Source: an optimization exercise on an open RTL-to-GDS flow (aim: a short achievable clock period and few clock cycles). Production flows keep margins and buffers that such runs may drop. The RTL was checked by simulation tests, not by an equivalence proof against the original design. Power is estimated from default activity; no workload was simulated.

[flow/config.mk]
export PLATFORM = sky130hd
export DESIGN_NAME = proc_core
export DESIGN_NICKNAME = proc_core
export VERILOG_FILES = /design/flow/design.v
export SDC_FILE = /design/flow/constraint.sdc
export NUM_CORES = 4
export LEC_CHECK = 0
export ABC_CLOCK_PERIOD_IN_PS = 2500
export CAP_MARGIN = 20
export CORE_MARGIN = 2
export CORE_UTILIZATION = 50
export SETUP_SLACK_MARGIN = 5
export SLEW_MARGIN = 20
export TNS_END_PERCENT = 10
[flow/standard.sh]
#!/bin/bash
# synth_recipe.tcl (not shown) runs the flow's synth.tcl, then flattens the netlist and writes it again
# the make line also repeats each setting of config.mk as NAME=value (left out here)
make -C /OpenROAD-flow-scripts/flow DESIGN_CONFIG=/design/flow/config.mk WORK_HOME=/design/flow/orfs CLKGATE_MAP_FILE= SYNTH_SCRIPT=/design/flow/synth_recipe.tcl "${@:-finish}"
[flow/flow/run.sh]
#!/bin/bash
# The standard layout (standard.sh), run in two parts: the floorplan's
# pre-placement timing repair works on the worst 5% of endpoints only, the
# repairs after placement, clock tree and global routing on all of them.
# Cell sizing may change a cell's footprint, and ports get buf_8 buffers.
# Each part's make output goes to its own log here; ORFS keeps each tool's
# log under orfs/logs.
set -euo pipefail
bash standard.sh TNS_END_PERCENT=5 MATCH_CELL_FOOTPRINT=0 synth floorplan > run_floorplan.log 2>&1
bash standard.sh TNS_END_PERCENT=100 MATCH_CELL_FOOTPRINT=0 \
    "BUFFER_PORTS_ARGS=-buffer_cell sky130_fd_sc_hd__buf_8" finish > run_finish.log 2>&1
[flow/design.v]
`timescale 1ns/1ps
module proc_core (
    input  logic     clock_i,
    input  logic     rst_n_i,
    output logic [32-1:0]    imem_addr_o,
    input  logic [32-1:0]    imem_data_i,
    output logic [32-1:0]    dmem_addr_o,
    output logic [32-1:0]    dmem_wdata_o,
    output logic     dmem_wren_o,
    input  logic [32-1:0]    dmem_rdata_i,
    output logic     wb_en_o,
    output logic [4:0] wb_reg_o,
    output logic [32-1:0]    wb_data_o
);
    localparam int BTB_IW = 4;                   
    localparam int BTB_N  = 1 << BTB_IW;
    localparam int BTB_TW = 7;                   
    localparam int BTB_TH = BTB_IW + BTB_TW - 1;
    logic [31:0] pc_q;
    logic [31:0] pc1_q;           
    logic [31:0] ras_q;
    logic [31:0] ras1_q;          
    logic        fd_v;
    logic [31:0] fd_ir;
    logic [31:0] fd_pc;
    logic [31:0] fd_pc1;
    logic [31:0] fd_pc2;
    logic [31:0] fd_pred;
    logic        fd_ptaken;
    logic        fd_r, fd_j, fd_bne, fd_jal, fd_jr, fd_addi, fd_blt, fd_sw, fd_lw;
    logic        fd_uses_rs, fd_uses_b, fd_use_imm, fd_wr;
    logic [4:0]  fd_bidx, fd_dest;
    logic        rd_v;            
    logic        rd_sel_t;        
    logic        rd_sel_r;        
    logic [31:0] rd_tgt, rd_tgt1, rd_jr, rd_jr1, rd_seq, rd_seq1;
    logic [31:0] rd_pc, rd_pc1;
    logic        dx_v;
    logic        dx_br;           
    logic        dx_bne;
    logic        dx_blt;
    logic        dx_jmp;          
    logic        dx_jr;
    logic        dx_lw;
    logic        dx_sw;
    logic        dx_wr;           
    logic [4:0]  dx_rd;
    logic [31:0] dx_pc;
    logic [31:0] dx_pc1;
    logic [31:0] dx_pc2;
    logic [31:0] dx_tgt1;
    logic [31:0] dx_pred;
    logic [31:0] dx_tgt;
    logic [31:0] dx_a;
    logic [31:0] dx_b;
    logic [31:0] dx_sd;
    logic        dx_fs_ld;        
    logic [5:0]  dx_alu;          
    logic [4:0]  dx_shamt;
    logic        xm_v;
    logic        xm_wr;
    logic        xm_lw;
    logic        xm_st;           
    logic [4:0]  xm_rd;
    logic [31:0] xm_res;
    logic [31:0] xm_sd;
    logic        w_en;
    logic [4:0]  w_rd;
    logic [31:0] w_data;
    logic [31:0] regs [32];
    logic [31:0] rv;              
    logic                btb_v   [BTB_N];
    logic [BTB_TW-1:0]   btb_tag [BTB_N];
    logic [15:0]         btb_tgt [BTB_N];
    logic [15:0]         btb_tgt1 [BTB_N];       
    logic [1:0]          btb_ctr [BTB_N];
    logic                btb_pt  [BTB_N];        
    logic        up_v;
    logic        up_taken;
    logic [15:0] up_pc;
    logic [15:0] up_tgt;
    logic [15:0] up_tgt1;
    logic [31:0] pc2_f;
    logic [31:0] jt_f, jt1_f;
    logic [4:0]  op_f;
    logic        f_isj, f_isjal, f_isret;
    logic [BTB_IW-1:0] bi_f;
    logic        btb_taken_f;
    logic [31:0] f_pred, f_pred1;
    logic        f_ptaken;
    assign imem_addr_o = pc_q;
    assign pc2_f   = pc1_q + 32'd1;
    assign jt_f    = {5'd0, imem_data_i[26:0]};
    assign jt1_f   = {4'd0, {1'b0, imem_data_i[26:0]} + 28'd1};
    assign op_f    = imem_data_i[31:27];
    assign f_isj   = (op_f == 5'b00001) || (op_f == 5'b00011);
    assign f_isjal = (op_f == 5'b00011);
    assign f_isret = (op_f == 5'b00100) && (imem_data_i[26:22] == 5'd31);
    assign bi_f        = pc_q[BTB_IW-1:0];
    logic [BTB_N-1:0] btb_m;
    always_comb begin
        for (int i = 0; i < BTB_N; i++)
            btb_m[i] = btb_pt[i] && (btb_tag[i] == pc_q[BTB_TH:BTB_IW]) &&
                       (pc_q[BTB_IW-1:0] == i[BTB_IW-1:0]);
    end
    assign btb_taken_f = |btb_m;
    always_comb begin
        if (f_isj) begin
            f_pred  = jt_f;
            f_pred1 = jt1_f;
        end else if (f_isret) begin
            f_pred  = ras_q;
            f_pred1 = ras1_q;
        end else if (btb_taken_f) begin
            f_pred  = {pc_q[31:16], btb_tgt[bi_f]};
            f_pred1 = {pc_q[31:16], btb_tgt1[bi_f]};
        end else begin
            f_pred  = pc1_q;
            f_pred1 = pc2_f;
        end
    end
    assign f_ptaken = f_isj || f_isret || btb_taken_f;
    logic        f_r, f_j, f_bne, f_jal, f_jr, f_addi, f_blt, f_sw, f_lw;
    logic [4:0]  f_rd, f_bidx, f_dest;
    assign f_r    = (op_f == 5'b00000);
    assign f_j    = (op_f == 5'b00001);
    assign f_bne  = (op_f == 5'b00010);
    assign f_jal  = (op_f == 5'b00011);
    assign f_jr   = (op_f == 5'b00100);
    assign f_addi = (op_f == 5'b00101);
    assign f_blt  = (op_f == 5'b00110);
    assign f_sw   = (op_f == 5'b00111);
    assign f_lw   = (op_f == 5'b01000);
    assign f_rd   = imem_data_i[26:22];
    assign f_bidx = f_r ? imem_data_i[16:12] : f_rd;
    assign f_dest = f_jal ? 5'd31 : f_rd;
    logic [31:0] r_add, r_sub, r_and, r_or, r_sll, r_sra, x_res;
    logic        x_ne, x_lt, x_taken;
    logic        eq_tgt, eq_seq, eq_jr;
    logic        x_mis;
    logic [31:0] x_npc, x_npc1;
    assign r_add = dx_a + dx_b;
    assign r_sub = dx_a - dx_b;
    assign r_and = dx_a & dx_b;
    assign r_or  = dx_a | dx_b;
    assign r_sll = dx_a << dx_shamt;
    assign r_sra = $signed(dx_a) >>> dx_shamt;
    assign x_res = ({32{dx_alu[0]}} & r_add) |
                   ({32{dx_alu[1]}} & r_sub) |
                   ({32{dx_alu[2]}} & r_and) |
                   ({32{dx_alu[3]}} & r_or)  |
                   ({32{dx_alu[4]}} & r_sll) |
                   ({32{dx_alu[5]}} & r_sra);
    assign x_ne    = (dx_b != dx_a);
    assign x_lt    = ($signed(dx_b) < $signed(dx_a));
    assign x_taken = (dx_bne && x_ne) || (dx_blt && x_lt);
    assign eq_tgt = (dx_pred == dx_tgt);
    assign eq_seq = (dx_pred == dx_pc1);
    assign eq_jr  = (dx_pred == dx_b);
    always_comb begin
        if (dx_br)
            x_mis = x_taken ? !eq_tgt : !eq_seq;
        else if (dx_jmp)
            x_mis = !eq_tgt;
        else if (dx_jr)
            x_mis = !eq_jr;
        else
            x_mis = !eq_seq;
        x_mis = x_mis && dx_v && !rd_v;
    end
    always_comb begin
        if ((dx_br && x_taken) || dx_jmp) begin
            x_npc  = dx_tgt;
            x_npc1 = dx_tgt1;
        end else if (dx_jr) begin
            x_npc  = dx_b;
            x_npc1 = dx_b + 32'd1;   
        end else begin
            x_npc  = dx_pc1;
            x_npc1 = dx_pc2;
        end
    end
    logic [31:0] m_data;
    assign m_data = xm_lw ? dmem_rdata_i : xm_res;
    logic [4:0]  op_d, rd_d, rs_d, bidx_d, dest_d;
    logic        d_r, d_j, d_bne, d_jal, d_jr, d_addi, d_blt, d_sw, d_lw;
    logic        d_br, d_jmp, d_use_imm, d_uses_rs, d_uses_b, d_wr;
    logic [31:0] imm_d, brtgt_d, brtgt1_d, tgt_d, tgt1_d;
    logic [31:0] rs_reg, b_reg, rs_val, b_val;
    logic        a_fx, a_fm, b_fx, b_fm;
    logic        stall, d_redir;
    assign op_d = fd_ir[31:27];
    assign rd_d = fd_ir[26:22];
    assign rs_d = fd_ir[21:17];
    assign d_r    = fd_r;
    assign d_j    = fd_j;
    assign d_bne  = fd_bne;
    assign d_jal  = fd_jal;
    assign d_jr   = fd_jr;
    assign d_addi = fd_addi;
    assign d_blt  = fd_blt;
    assign d_sw   = fd_sw;
    assign d_lw   = fd_lw;
    assign d_br   = d_bne || d_blt;
    assign d_jmp  = d_j || d_jal;
    assign bidx_d    = fd_bidx;
    assign d_use_imm = fd_use_imm;
    assign d_uses_rs = fd_uses_rs;
    assign d_uses_b  = fd_uses_b;
    assign dest_d    = fd_dest;
    assign d_wr      = fd_wr;
    assign imm_d   = {{(32-17){fd_ir[17-1]}}, fd_ir[16:0]};
    assign brtgt_d  = fd_pc1 + imm_d;
    assign brtgt1_d = fd_pc2 + imm_d;
    assign tgt_d    = d_jmp ? {5'd0, fd_ir[26:0]} : brtgt_d;
    assign tgt1_d   = d_jmp ? {4'd0, {1'b0, fd_ir[26:0]} + 28'd1} : brtgt1_d;
    assign rs_reg = rv[rs_d]   ? regs[rs_d]   : 32'd0;
    assign b_reg  = rv[bidx_d] ? regs[bidx_d] : 32'd0;
    assign a_fx = dx_v && dx_wr && (dx_rd == rs_d);
    assign a_fm = xm_v && xm_wr && (xm_rd == rs_d);
    assign b_fx = dx_v && dx_wr && (dx_rd == bidx_d);
    assign b_fm = xm_v && xm_wr && (xm_rd == bidx_d);
    assign rs_val = a_fx ? x_res : (a_fm ? m_data : rs_reg);
    assign b_val  = b_fx ? x_res : (b_fm ? m_data : b_reg);
    logic        a_fx_op, b_fx_op;
    logic [31:0] a_early, b_early, a_op, b_op;
    assign a_fx_op = a_fx && !d_jal;
    assign b_fx_op = b_fx && !d_jal && !d_use_imm;
    assign a_early = d_jal ? 32'd0 : (a_fm ? m_data : rs_reg);
    assign b_early = d_jal ? fd_pc1 : (d_use_imm ? imm_d : (b_fm ? m_data : b_reg));
    assign a_op    = a_fx_op ? x_res : a_early;
    assign b_op    = b_fx_op ? x_res : b_early;
    assign stall = fd_v && dx_v && dx_lw && dx_wr &&
                   ((d_uses_rs && (rs_d == dx_rd)) || (d_uses_b && (bidx_d == dx_rd)));
    assign d_redir = fd_v && !fd_ptaken && !stall &&
                     ((d_br && fd_ir[17-1]) ||
                      (d_bne && (fd_ir[16:0] != 17'd0)));
    logic [31:0] pc_base, pc1_base, pc_n, pc1_n;
    logic        f_free;
    assign rd_pc  = rd_sel_t ? rd_tgt  : (rd_sel_r ? rd_jr  : rd_seq);
    assign rd_pc1 = rd_sel_t ? rd_tgt1 : (rd_sel_r ? rd_jr1 : rd_seq1);
    assign f_free = !rd_v && !d_redir && !stall;
    always_comb begin
        if (rd_v) begin
            pc_base  = rd_pc;
            pc1_base = rd_pc1;
        end else if (d_redir) begin
            pc_base  = brtgt_d;
            pc1_base = brtgt1_d;
        end else if (stall) begin
            pc_base  = pc_q;
            pc1_base = pc1_q;
        end else if (btb_taken_f) begin
            pc_base  = {pc_q[31:16], btb_tgt[bi_f]};
            pc1_base = {pc_q[31:16], btb_tgt1[bi_f]};
        end else begin
            pc_base  = pc1_q;
            pc1_base = pc2_f;
        end
        if (f_free && f_isj) begin
            pc_n  = jt_f;
            pc1_n = jt1_f;
        end else if (f_free && f_isret) begin
            pc_n  = ras_q;
            pc1_n = ras1_q;
        end else begin
            pc_n  = pc_base;
            pc1_n = pc1_base;
        end
    end
    always_ff @(posedge clock_i) begin
        if (!rst_n_i) begin
            pc_q  <= 32'd0;
            pc1_q <= 32'd1;
        end else begin
            pc_q  <= pc_n;
            pc1_q <= pc1_n;
        end
    end
    always_ff @(posedge clock_i) begin
        if (!rst_n_i) begin
            ras_q  <= 32'd0;
            ras1_q <= 32'd1;
        end else if (f_isjal && !stall) begin
            ras_q  <= pc1_q;
            ras1_q <= pc2_f;
        end
    end
    always_ff @(posedge clock_i) begin
        if (!rst_n_i || rd_v || d_redir)
            fd_v <= 1'b0;
        else if (!stall)
            fd_v <= 1'b1;
    end
    always_ff @(posedge clock_i) begin
        if (!stall) begin
            fd_ir     <= imem_data_i;
            fd_pc     <= pc_q;
            fd_pc1    <= pc1_q;
            fd_pc2    <= pc2_f;
            fd_pred   <= f_pred;
            fd_ptaken <= f_ptaken;
            fd_r       <= f_r;
            fd_j       <= f_j;
            fd_bne     <= f_bne;
            fd_jal     <= f_jal;
            fd_jr      <= f_jr;
            fd_addi    <= f_addi;
            fd_blt     <= f_blt;
            fd_sw      <= f_sw;
            fd_lw      <= f_lw;
            fd_uses_rs <= f_r || f_addi || f_lw || f_sw || f_bne || f_blt;
            fd_uses_b  <= f_r || f_bne || f_blt || f_jr;
            fd_use_imm <= f_addi || f_lw || f_sw;
            fd_wr      <= (f_r || f_addi || f_lw || f_jal) && (f_dest != 5'd0);
            fd_bidx    <= f_bidx;
            fd_dest    <= f_dest;
        end
    end
    always_ff @(posedge clock_i) begin
        if (!rst_n_i)
            rd_v <= 1'b0;
        else
            rd_v <= x_mis;
    end
    always_ff @(posedge clock_i) begin
        rd_sel_t <= (dx_br && x_taken) || dx_jmp;
        rd_sel_r <= dx_jr;
        rd_tgt   <= dx_tgt;
        rd_tgt1  <= dx_tgt1;
        rd_jr    <= dx_b;
        rd_jr1   <= dx_b + 32'd1;
        rd_seq   <= dx_pc1;
        rd_seq1  <= dx_pc2;
    end
    always_ff @(posedge clock_i) begin
        if (!rst_n_i || rd_v || stall)
            dx_v <= 1'b0;
        else
            dx_v <= fd_v;
    end
    always_ff @(posedge clock_i) begin
        dx_br    <= d_br;
        dx_bne   <= d_bne;
        dx_blt   <= d_blt;
        dx_jmp   <= d_jmp;
        dx_jr    <= d_jr;
        dx_lw    <= d_lw;
        dx_sw    <= d_sw;
        dx_wr    <= d_wr;
        dx_rd    <= dest_d;
        dx_pc    <= fd_pc;
        dx_pc1   <= fd_pc1;
        dx_pc2   <= fd_pc2;
        dx_tgt1  <= tgt1_d;
        dx_pred  <= d_redir ? brtgt_d : fd_pred;
        dx_tgt   <= tgt_d;
        dx_a     <= a_op;
        dx_b     <= b_op;
        dx_sd    <= b_val;
        dx_shamt <= fd_ir[11:7];
        dx_fs_ld <= dx_v && dx_wr && dx_lw && (dx_rd == rd_d);
        if (d_r) begin
            dx_alu[0] <= (fd_ir[6:2] == 5'd0);
            dx_alu[1] <= (fd_ir[6:2] == 5'd1);
            dx_alu[2] <= (fd_ir[6:2] == 5'd2);
            dx_alu[3] <= (fd_ir[6:2] == 5'd3);
            dx_alu[4] <= (fd_ir[6:2] == 5'd4);
            dx_alu[5] <= (fd_ir[6:2] == 5'd5);
        end else begin
            dx_alu <= 6'b000001;
        end
    end
    always_ff @(posedge clock_i) begin
        if (!rst_n_i) begin
            xm_v  <= 1'b0;
            xm_st <= 1'b0;
        end else begin
            xm_v  <= dx_v && !rd_v;
            xm_st <= dx_v && dx_sw && !rd_v;
        end
    end
    always_ff @(posedge clock_i) begin
        xm_wr  <= dx_wr;
        xm_lw  <= dx_lw;
        xm_rd  <= dx_rd;
        xm_res <= x_res;
        xm_sd  <= dx_fs_ld ? dmem_rdata_i : dx_sd;
    end
    assign dmem_addr_o  = xm_res;
    assign dmem_wdata_o = xm_sd;
    assign dmem_wren_o  = xm_st;
    always_ff @(posedge clock_i) begin
        if (!rst_n_i)
            w_en <= 1'b0;
        else
            w_en <= xm_v && xm_wr;
    end
    always_ff @(posedge clock_i) begin
        w_rd   <= xm_rd;
        w_data <= m_data;
    end
    assign wb_en_o   = w_en;
    assign wb_reg_o  = w_rd;
    assign wb_data_o = w_data;
    always_ff @(posedge clock_i) begin
        if (!rst_n_i)
            rv <= 32'd0;
        else if (xm_v && xm_wr)
            rv[xm_rd] <= 1'b1;
    end
    always_ff @(posedge clock_i) begin
        if (xm_v && xm_wr)
            regs[xm_rd] <= m_data;
    end
    always_ff @(posedge clock_i) begin
        if (!rst_n_i) begin
            up_v <= 1'b0;
        end else begin
            up_v <= dx_v && !rd_v && (dx_br || dx_jr);
        end
    end
    always_ff @(posedge clock_i) begin
        up_taken <= x_taken || dx_jr;
        up_pc    <= dx_pc[15:0];
        up_tgt   <= x_npc[15:0];
        up_tgt1  <= x_npc1[15:0];
    end
    function automatic logic [2:0] btb_next(input logic v, input logic [1:0] ctr,
                                             input logic hit, input logic taken,
                                             input logic wrap);
        logic       v_n;
        logic [1:0] c_n;
        v_n = v;
        c_n = ctr;
        if (hit) begin
            if (taken)
                c_n = (ctr == 2'd3) ? ctr : ctr + 2'd1;
            else
                c_n = (ctr == 2'd0) ? ctr : ctr - 2'd1;
        end else if (taken) begin
            v_n = 1'b1;
            c_n = 2'd2;
        end
        if (taken && wrap)
            v_n = 1'b0;
        btb_next = {v_n, c_n};
    endfunction
    always_ff @(posedge clock_i) begin
        for (int i = 0; i < BTB_N; i++) begin
            if (!rst_n_i) begin
                btb_v[i]   <= 1'b0;
                btb_ctr[i] <= 2'd0;
                btb_pt[i]  <= 1'b0;
            end else if (up_v && (up_pc[BTB_IW-1:0] == i[BTB_IW-1:0])) begin
                {btb_v[i], btb_ctr[i]} <= btb_next(btb_v[i], btb_ctr[i],
                    btb_v[i] && (btb_tag[i] == up_pc[BTB_TH:BTB_IW]),
                    up_taken, up_tgt == 16'hFFFF);
                btb_pt[i] <= btb_next(btb_v[i], btb_ctr[i],
                    btb_v[i] && (btb_tag[i] == up_pc[BTB_TH:BTB_IW]),
                    up_taken, up_tgt == 16'hFFFF) >= 3'b110;
            end
        end
    end
    always_ff @(posedge clock_i) begin
        for (int i = 0; i < BTB_N; i++) begin
            if (up_v && up_taken && (up_pc[BTB_IW-1:0] == i[BTB_IW-1:0])) begin
                btb_tag[i]  <= up_pc[BTB_TH:BTB_IW];
                btb_tgt[i]  <= up_tgt;
                btb_tgt1[i] <= up_tgt1;
            end
        end
    end
endmodule
[flow/constraint.sdc]
create_clock -name core_clock -period 8.0 [get_ports {clock_i}]
set_input_delay 1.6000 -clock core_clock [delete_from_list [all_inputs] [get_ports {clock_i}]]
set_output_delay 1.6000 -clock core_clock [all_outputs]
set_load 0.01 [all_outputs]
==> run_results.csv, run 1 <==
group,metric,value,unit
outcome,status,"no timing/DRC/antenna violations",
yosys,yosys_register_bits,2684,
yosys,synth_edf_count,1805,
clock_tree,cts_buffer_depth,4,
clock_tree,hold_buffers,0,
job,maxCapViolations,0,
sta,period_share,0.424,
grt,grt_usage,0.386,
grt,grt_pass1_vias,86400,
routing,drt_iter0_drc,12900,
routing,vias,91100,
placed_design,dp_hpwl,300000,um
grt,antenna_found_initial,22,
routing,ant_nets,0,
yosys,netlist_top_cells_count,"edfxtp_1 (1805), dfxtp_1 (879), mux4_2 (723), nor2_1 (650), nand2_1 (635)",
sta,setup_viol,0,
clock_tree,cts_tree,"built",
sta,finalHoldViolCount,0,
setup_path,critical_path_class,"flip-flop to flip-flop",
yosys,ys.flop_type,"edfxtp_1",
yosys,synth_top_cell_area_share,0.439,
yosys,avgSynthCellArea,13.5,um2
power_and_ir_drop,leakage,0.0542,uW
setup_path,critPathLaunchType,"flip-flop",
clock_tree,clock_tree.root_cell,"clkbuf_16",
routing,drc,0,
power_and_ir_drop,power_density,215,nW/um2
routing,dr.pass1.iters,8,
hold_path,hold_class,"flip-flop to flip-flop",
placed_design,placed_area,130000,um2
setup_path,worstSetupEndpointType,"flip-flop",
grt,grt_pass1_wl,678000,um
sta,min_period,3.39,ns
floorplanning,dieArea,251000,um2
setup_path,worstPathRequired,8.87,ns
yosys,synth_area_leader_cell,"edfxtp_1",
cells_and_area,drive_above_1_share,0.346,
floorplanning,coreArea,246000,um2
cells_and_area,final_nets,10200,
sta,finClkSkew,0.0836,ns
routing,viasPerCell,6.78,
floorplanning,io_pins,201,
yosys,synthesis.area,123000,um2
grt,grt-ovfl-total,0,
yosys,yosysMostFrequentCell,"edfxtp_1",
sta,drv_slew,0,
clock_tree,clock_latency,0.98,ns
yosys,ys_async_sr_fraction,0,
setup_path,arrival,4.26,ns
setup_path,worstPathMaxFanout,4,
sta,rsz0062_at_grt,"yes",
clock_tree,numClockSinks,2684,
clock_tree,h-tree-depth,5,
placed_design,place_congestion,1.00,
yosys,ys_seq_area_frac,0.582,
cells_and_area,syn_to_final_growth,25.3,%
yosys,syn_nets,9398,
sta,relSlewSlack,0.137,
yosys,yosysWarnings,7,
floorplanning,die_w,501,um
sta,holdWs,0.296,ns
yosys,synth_cell_types,104,
yosys,synth_area_leaders,"edfxtp_1 (44%), dfxtp_1 (14%), mux4_2 (13%)",
clock_tree,path_clk_slew,0.06,ns
sta,max_freq,295,MHz
cells_and_area,finalInstanceArea,155000,um2
placed_design,port_buffers,200,
routing,routedWlPerCell,37.0,um
floorplanning,die_h,501,um
routing,routed_wl,497000,um
floorplanning,initial_core_util,0.502,
floorplanning,rows,182,
sta,fin_setup_tns,0,ns
grt,grt_max_degree,142,
sta,tightest_slew,1.29,ns
clock_tree,cts_buffers,304,
power_and_ir_drop,ir_worst_vdd,0.234,mV
yosys,synth_cells,9121,
logic make-up after synthesis:
logic type               Yosys count  synth area share
AO/OA/AOI/OAI                   1772            0.0943
buffers and inverters            828            0.0263
flip-flops                      2684             0.582
adder cells (fa/ha/maj)          220            0.0224
multiplexers                    1117             0.166
XOR/XNOR                         509            0.0361
AND/OR/NAND/NOR                 1991            0.0730
cell usage in the layout (no fill, tap or decap), types with 89 or more instances in the layout:
cell | Yosys | final
a21oi_1 | 447 | 332
a21oi_2 | 1 | 89
a22oi_1 | 214 | 205
buf_12 | 1 | 102
buf_4 | 9 | 570
buf_6 | 5 | 170
buf_8 | 0 | 221
clkbuf_16 | 0 | 358
dfxtp_1 | 879 | 647
dfxtp_2 | 0 | 124
dfxtp_4 | 0 | 108
edfxtp_1 | 1805 | 1805
ha_1 | 207 | 140
inv_1 | 224 | 169
mux2_2 | 127 | 114
mux2i_1 | 262 | 196
mux4_2 | 723 | 724
nand2_1 | 635 | 598
nand3_1 | 168 | 156
nand4_1 | 146 | 146
nor2_1 | 650 | 540
nor3_1 | 140 | 118
o21ai_0 | 373 | 289
xnor2_1 | 382 | 359
xor2_1 | 127 | 117
worst max-delay path, cell delays in order (launching register included):
cell and delay, ns:
dfxtp_4 0.39, inv_4 0.05, ha_4 0.22, or3_4 0.40, or3_4 0.35, buf_6 0.13
buf_6 0.11, nor4_4 0.18, a221oi_4 0.13, o32a_4 0.39, o21a_1 0.23, or3_4 0.38
o211a_4 0.19, a211oi_2 0.20
where the power goes:
part,internal [uW],total [uW],switching (uW)
combinational,1620,3780,2160
clock,8130,13800,5680
sequential,15100,15600,428
total,24900,33200,8270
stage by stage:
step	power, uW	util	instances	worst slack [ns]
floorplan	17300	-	9121	4.46
global placement	18700	0.531	12200	3.23
detailed placement	18700	0.531	12200	3.24
CTS	32900	0.611	13200	4.58
global route	33900	0.629	13400	4.58
finish	33200	0.629	13400	4.61
timing repair:
action / CTS / global route
setup endpoints to repair: 1247 / 632
cloned: 62 / 14
pin swaps: 240 / 291
gates resized for setup: 1257 / 564
setup buffers: 414 / 213
per-layer routing:
layer	track usage	vias to the layer above	wire length, um
met3	0.0855	1450	54100
met2	0.599	6253	226000
met1	0.500	46400	180000
li1	-	37000	-
met5	0	-	99
met4	0.225	16	36600
state kept, by name, indices dropped and copies added (netlist names), 112 cells and up, named ones only:
name	cells
regs	1024
btb_tgt1	256
btb_tgt	256
btb_tag	112
final timing paths:
kind	to	startpoint	slack, ns	cells past startpoint
setup / recovery	dx_a[31]	dx_b[10]	4.61	13
hold / removal	up_pc[1]	dx_pc[1]	0.30	0
setup reg to reg	dx_a[31]	dx_b[10]	4.61	13
hold reg to reg	up_pc[1]	dx_pc[1]	0.30	0
layout make-up:
class,instances,area [um2]
Multi-Input combinational cell,5618,54200
Fill cell,18200,91100
Tap cell,3220,4030
Timing Repair Buffer,1129,13300
Sequential cell,2684,72400
Timing Repair inverter,3,33.8
Inverter,231,953
Clock inverter,133,1370
Clock buffer,395,8290
Antenna cell,14,35.0
Testbench counts, summed over its fixed seeds: cycles 46,552.
==> run 2, diff against run 1 <==
--- a/flow/design.v
+++ b/flow/design.v
@@ -138,7 +138,6 @@
     logic        x_ne, x_lt, x_taken;
     logic        eq_tgt, eq_seq, eq_jr;
     logic        x_mis;
-    logic [31:0] x_npc, x_npc1;
     assign r_add = dx_a + dx_b;
     assign r_sub = dx_a - dx_b;
     assign r_and = dx_a & dx_b;
@@ -168,18 +167,6 @@
             x_mis = !eq_seq;
         x_mis = x_mis && dx_v && !rd_v;
     end
-    always_comb begin
-        if ((dx_br && x_taken) || dx_jmp) begin
-            x_npc  = dx_tgt;
-            x_npc1 = dx_tgt1;
-        end else if (dx_jr) begin
-            x_npc  = dx_b;
-            x_npc1 = dx_b + 32'd1;   
-        end else begin
-            x_npc  = dx_pc1;
-            x_npc1 = dx_pc2;
-        end
-    end
     logic [31:0] m_data;
     assign m_data = xm_lw ? dmem_rdata_i : xm_res;
     logic [4:0]  op_d, rd_d, rs_d, bidx_d, dest_d;
@@ -220,16 +207,29 @@
     assign a_fm = xm_v && xm_wr && (xm_rd == rs_d);
     assign b_fx = dx_v && dx_wr && (dx_rd == bidx_d);
     assign b_fm = xm_v && xm_wr && (xm_rd == bidx_d);
+    logic [31:0] r_oth;
+    assign r_oth = ({32{dx_alu[2]}} & r_and) |
+                   ({32{dx_alu[3]}} & r_or)  |
+                   ({32{dx_alu[4]}} & r_sll) |
+                   ({32{dx_alu[5]}} & r_sra);
+    function automatic logic [31:0] fwd_x(input logic sel, input logic [31:0] early,
+                                          input logic [31:0] ra, input logic [31:0] rs,
+                                          input logic [31:0] ro, input logic [5:0] alu);
+        fwd_x = ({32{sel && alu[0]}} & ra) |
+                ({32{sel && alu[1]}} & rs) |
+                ({32{sel}} & ro) |
+                ({32{!sel}} & early);
+    endfunction
     assign rs_val = a_fx ? x_res : (a_fm ? m_data : rs_reg);
-    assign b_val  = b_fx ? x_res : (b_fm ? m_data : b_reg);
+    assign b_val  = fwd_x(b_fx, b_fm ? m_data : b_reg, r_add, r_sub, r_oth, dx_alu);
     logic        a_fx_op, b_fx_op;
     logic [31:0] a_early, b_early, a_op, b_op;
     assign a_fx_op = a_fx && !d_jal;
     assign b_fx_op = b_fx && !d_jal && !d_use_imm;
     assign a_early = d_jal ? 32'd0 : (a_fm ? m_data : rs_reg);
     assign b_early = d_jal ? fd_pc1 : (d_use_imm ? imm_d : (b_fm ? m_data : b_reg));
-    assign a_op    = a_fx_op ? x_res : a_early;
-    assign b_op    = b_fx_op ? x_res : b_early;
+    assign a_op    = fwd_x(a_fx_op, a_early, r_add, r_sub, r_oth, dx_alu);
+    assign b_op    = fwd_x(b_fx_op, b_early, r_add, r_sub, r_oth, dx_alu);
     assign stall = fd_v && dx_v && dx_lw && dx_wr &&
                    ((d_uses_rs && (rs_d == dx_rd)) || (d_uses_b && (bidx_d == dx_rd)));
     assign d_redir = fd_v && !fd_ptaken && !stall &&
@@ -239,6 +239,8 @@
     logic        f_free;
     assign rd_pc  = rd_sel_t ? rd_tgt  : (rd_sel_r ? rd_jr  : rd_seq);
     assign rd_pc1 = rd_sel_t ? rd_tgt1 : (rd_sel_r ? rd_jr1 : rd_seq1);
+    assign up_tgt  = rd_pc[15:0];
+    assign up_tgt1 = rd_pc1[15:0];
     assign f_free = !rd_v && !d_redir && !stall;
     always_comb begin
         if (rd_v) begin
@@ -423,8 +425,6 @@
     always_ff @(posedge clock_i) begin
         up_taken <= x_taken || dx_jr;
         up_pc    <= dx_pc[15:0];
-        up_tgt   <= x_npc[15:0];
-        up_tgt1  <= x_npc1[15:0];
     end
     function automatic logic [2:0] btb_next(input logic v, input logic [1:0] ctr,
                                              input logic hit, input logic taken,
==> run 2 against run 1 <==
Compared with the run above:
- critical path depth down 2
- via count fell by 1.4%
- register-to-register slack lost 0.12 ns
- sequential share of layout area up 0.32 points
- core utilization fell by 0.41 points
- synthesized cell count is 0.96% lower
- final cell count decreased by 1.6%
- fmax decreased by 3.4%
- first-iteration DRC count grew 2.2%
- design area fell by 1.7%
- die area is 0.89% lower
- power is 0.77% lower
- largest cell class unchanged
- largest power group unchanged
==> run_results.csv, run 2 <==
group,metric,value,unit
sta,setup_viol,0,
yosys,synth_top_cell_area_share,0.443,
setup_path,r2r_slack,4.49,ns
yosys,synth_cells,9033,
cells_and_area,largest_registers,"regs: 1024 flops, btb_tgt1: 256 flops, btb_tgt: 256 flops",
setup_path,rr_endpoint,"rd_v",
cells_and_area,layout_common_cells,"edfxtp_1 (1805), mux4_2 (710), nand2_1 (666)",
outcome,status,"no timing/DRC/antenna violations",
power_and_ir_drop,ir_worst_vdd,0.277,mV
routing,dr.pass1.iters,8,
floorplanning,dieArea,248000,um2
yosys,avgSynthCellArea,13.5,um2
clock_tree,clock_tree.root_cell,"clkbuf_16",
sta,fin_setup_tns,0,ns
clock_tree,numClockSinks,2652,
floorplanning,coreArea,243000,um2
yosys,synthesis.area,122000,um2
setup_path,ff2ff_path_depth,11,
clock_tree,path_clk_slew,0.06,ns
sta,relSlewSlack,0.217,
grt,grt_max_degree,92,
setup_path,endpoint,"rd_v",
routing,routedWlPerCell,36.8,um
power_and_ir_drop,p_comb_frac,0.118,
power_and_ir_drop,sw_frac_of_total,0.248,
setup_path,worstPathMaxFanout,13,
placed_design,place_congestion,0.991,
cells_and_area,syn_to_final_growth,24.3,%
floorplanning,die_w,498,um
sta,finClkSkew,0.0822,ns
routing,drt_iter0_drc,13100,
sta,drv_slew,0,
grt,grt_pass1_wl,669000,um
yosys,yosys_register_bits,2652,
power_and_ir_drop,p_seq_frac,0.467,
clock_tree,cts_buffer_depth,4,
power_and_ir_drop,power_density,216,nW/um2
setup_path,worstPathRequired,8.77,ns
grt,grt_usage,0.381,
clock_tree,cts_tree,"built",
placed_design,placed_area,129000,um2
yosys,ys_async_sr_fraction,0,
yosys,ys.flop_type,"edfxtp_1",
placed_design,port_buffers,200,
sta,finalHoldViolCount,0,
routing,ant_nets,0,
clock_tree,cts_buffers,299,
cells_and_area,largest_reg_flops,1024,
setup_path,crit_path_start,"dx_b[30]",
sta,min_period,3.51,ns
cells_and_area,finalInstanceArea,152000,um2
floorplanning,initial_core_util,0.503,
yosys,netlist_top_cells_count,"edfxtp_1 (1805), dfxtp_1 (847), mux4_2 (710), nand2_1 (692), nor2_1 (513)",
routing,vias,89800,
setup_path,arrival,4.28,ns
floorplanning,rows,181,
yosys,synth_area_leaders,"edfxtp_1 (44%), dfxtp_1 (14%), mux4_2 (13%)",
power_and_ir_drop,power.switching,8180,uW
yosys,ys_seq_area_frac,0.582,
sta,period_share,0.439,
grt,grt_pass1_vias,85900,
routing,routed_wl,486000,um
cells_and_area,largest_register,"regs",
setup_path,critical_path_class,"flip-flop to flip-flop",
job,maxCapViolations,0,
yosys,synth_cell_types,95,
clock_tree,clock_latency,0.96,ns
floorplanning,io_pins,201,
hold_path,hold_class,"flip-flop to flip-flop",
power_and_ir_drop,leakage,0.0532,uW
sta,tightest_slew,1.17,ns
floorplanning,die_h,498,um
sta,max_freq,285,MHz
yosys,yosysWarnings,7,
power_and_ir_drop,clkPwrFrac,0.415,
yosys,syn_nets,9307,
grt,grt-ovfl-total,0,
cells_and_area,drive_above_1_share,0.324,
setup_path,worstSetupEndpointType,"flip-flop",
grt,antenna_found_initial,25,
cells_and_area,layout.cells.most_common,"edfxtp_1",
clock_tree,h-tree-depth,5,
setup_path,critPathLaunchType,"flip-flop",
yosys,yosysMostFrequentCell,"edfxtp_1",
cells_and_area,final_nets,10000,
yosys,synth_edf_count,1805,
placed_design,dp_hpwl,289000,um
yosys,synth_area_leader_cell,"edfxtp_1",
clock_tree,hold_buffers,0,
setup_path,rr_startpoint,"dx_b[30]",
routing,drc,0,
routing,viasPerCell,6.80,
sta,rsz0062_at_grt,"yes",
power_and_ir_drop,internal_power,24700,uW
[run 2: timing repair]
item,in CTS,in global routing
setup endpoints to repair,1190,575
endpoints found under the hold margin,0,0
pin swaps,294,210
setup buffers,401,93
gates resized for setup,1222,411
gates cloned,52,15
[run 2: layout make-up]
type	count	area (um2)
Inverter	232	981
Timing Repair inverter	9	47.5
Clock buffer	412	8390
Multi-Input combinational cell	5574	53400
Tap cell	3202	4010
Timing Repair Buffer	1007	12300
Clock inverter	107	1200
Antenna cell	14	35.0
Fill cell	18100	91200
Sequential cell	2652	71600
[run 2: worst max-delay path, cell delays in order, from the launching register on]
cell	delay (ns)
dfxtp_1	0.31
buf_4	0.24
inv_1	0.10
ha_1	0.45
nor3_4	0.33
nand4_1	0.20
nor3_2	0.26
nand3_1	0.27
o31a_1	0.48
or3_1	0.38
o31ai_2	0.24
nor2_1	0.10
[run 2: worst min path at each step]
stage,depth (start not counted),endpoint,slack (ns),start
floorplan,0,rd_seq1[0],0.31,dx_pc2[0]
global placement,0,rd_tgt1[13],0.31,dx_tgt1[13]
detailed placement,0,rd_tgt1[29],0.31,dx_tgt1[29]
CTS,0,rd_seq1[2],0.29,dx_pc2[2]
global route,0,rd_seq1[2],0.29,dx_pc2[2]
finish,0,rd_seq1[4],0.29,dx_pc2[4]
[run 2: through the flow]
stage	util	power [uW]	setup slack (ns)	hold WS [ns]	instances
floorplan	-	17300	4.70	0.310	9033
global placement	0.532	18600	1.82	0.310	12100
detailed placement	0.532	18600	2.90	0.312	12100
CTS	0.612	32600	4.45	0.292	13100
global route	0.625	33600	4.48	0.293	13200
finish	0.625	32900	4.49	0.289	13200
[run 2: per-layer routing]
metal | GRT usage | vias up | wire (um)
li1 | - | 36300 | -
met5 | 0 | - | 160
met2 | 0.580 | 6278 | 218000
met4 | 0.233 | 22 | 36600
met3 | 0.0809 | 1383 | 54500
met1 | 0.501 | 45800 | 177000
[run 2: logic make-up after synthesis]
kind of cell,after synthesis,synth area share
compound gates,1731,0.0918
xor+xnor,557,0.0399
fa+ha+maj,219,0.0224
buf+inv,812,0.0261
flops,2652,0.582
mux,1069,0.161
simple gates,1993,0.0765
[run 2: power groups by stage]
stage / Combinational, uW / Sequential [uW] / Clock [uW]
2_1_floorplan: 1800 / 15500 / 0
4_1_cts: 3560 / 15400 / 13700
3_3_place_gp: 2870 / 15700 / 0
6_report: 3870 / 15400 / 13700
5_1_grt: 3990 / 15400 / 14300
3_5_place_dp: 2890 / 15700 / 0
Testbench counts of run 2, summed over its fixed seeds: cycles 46,552.

==> separate check: timing with driven ports <==
Ports are ideal in the flow. The routed layouts listed here were re-timed in OpenROAD. Step 1, drivers: a clkbuf_16 drives clock_i and a buf_2 each remaining input, both assumed. Step 2 also shifts input and output timing later by t, the mid clock arrival at the registers, as if the neighbouring blocks saw the same clock. Three values: ideal ports, drivers, drivers and shift; two values: the first two.
run | t (ns) | setup slack, ns | clock arrival spread, ns | worst slew at a driven data input, ns | pins driven straight from the clock port
run 1 | 1.030 | 4.609 / 4.609 / 3.785 | 0.088 / 0.088 | 0.19 | 1
run 2 | 1.014 | 4.490 / 4.490 / 3.738 | 0.083 / 0.083 | 0.23 | 1
After both steps setup and hold are still met in every run listed. For run 1, which loses most, drivers alone change the setup slack by 0.000 ns; drivers and shift together by -0.824 ns.
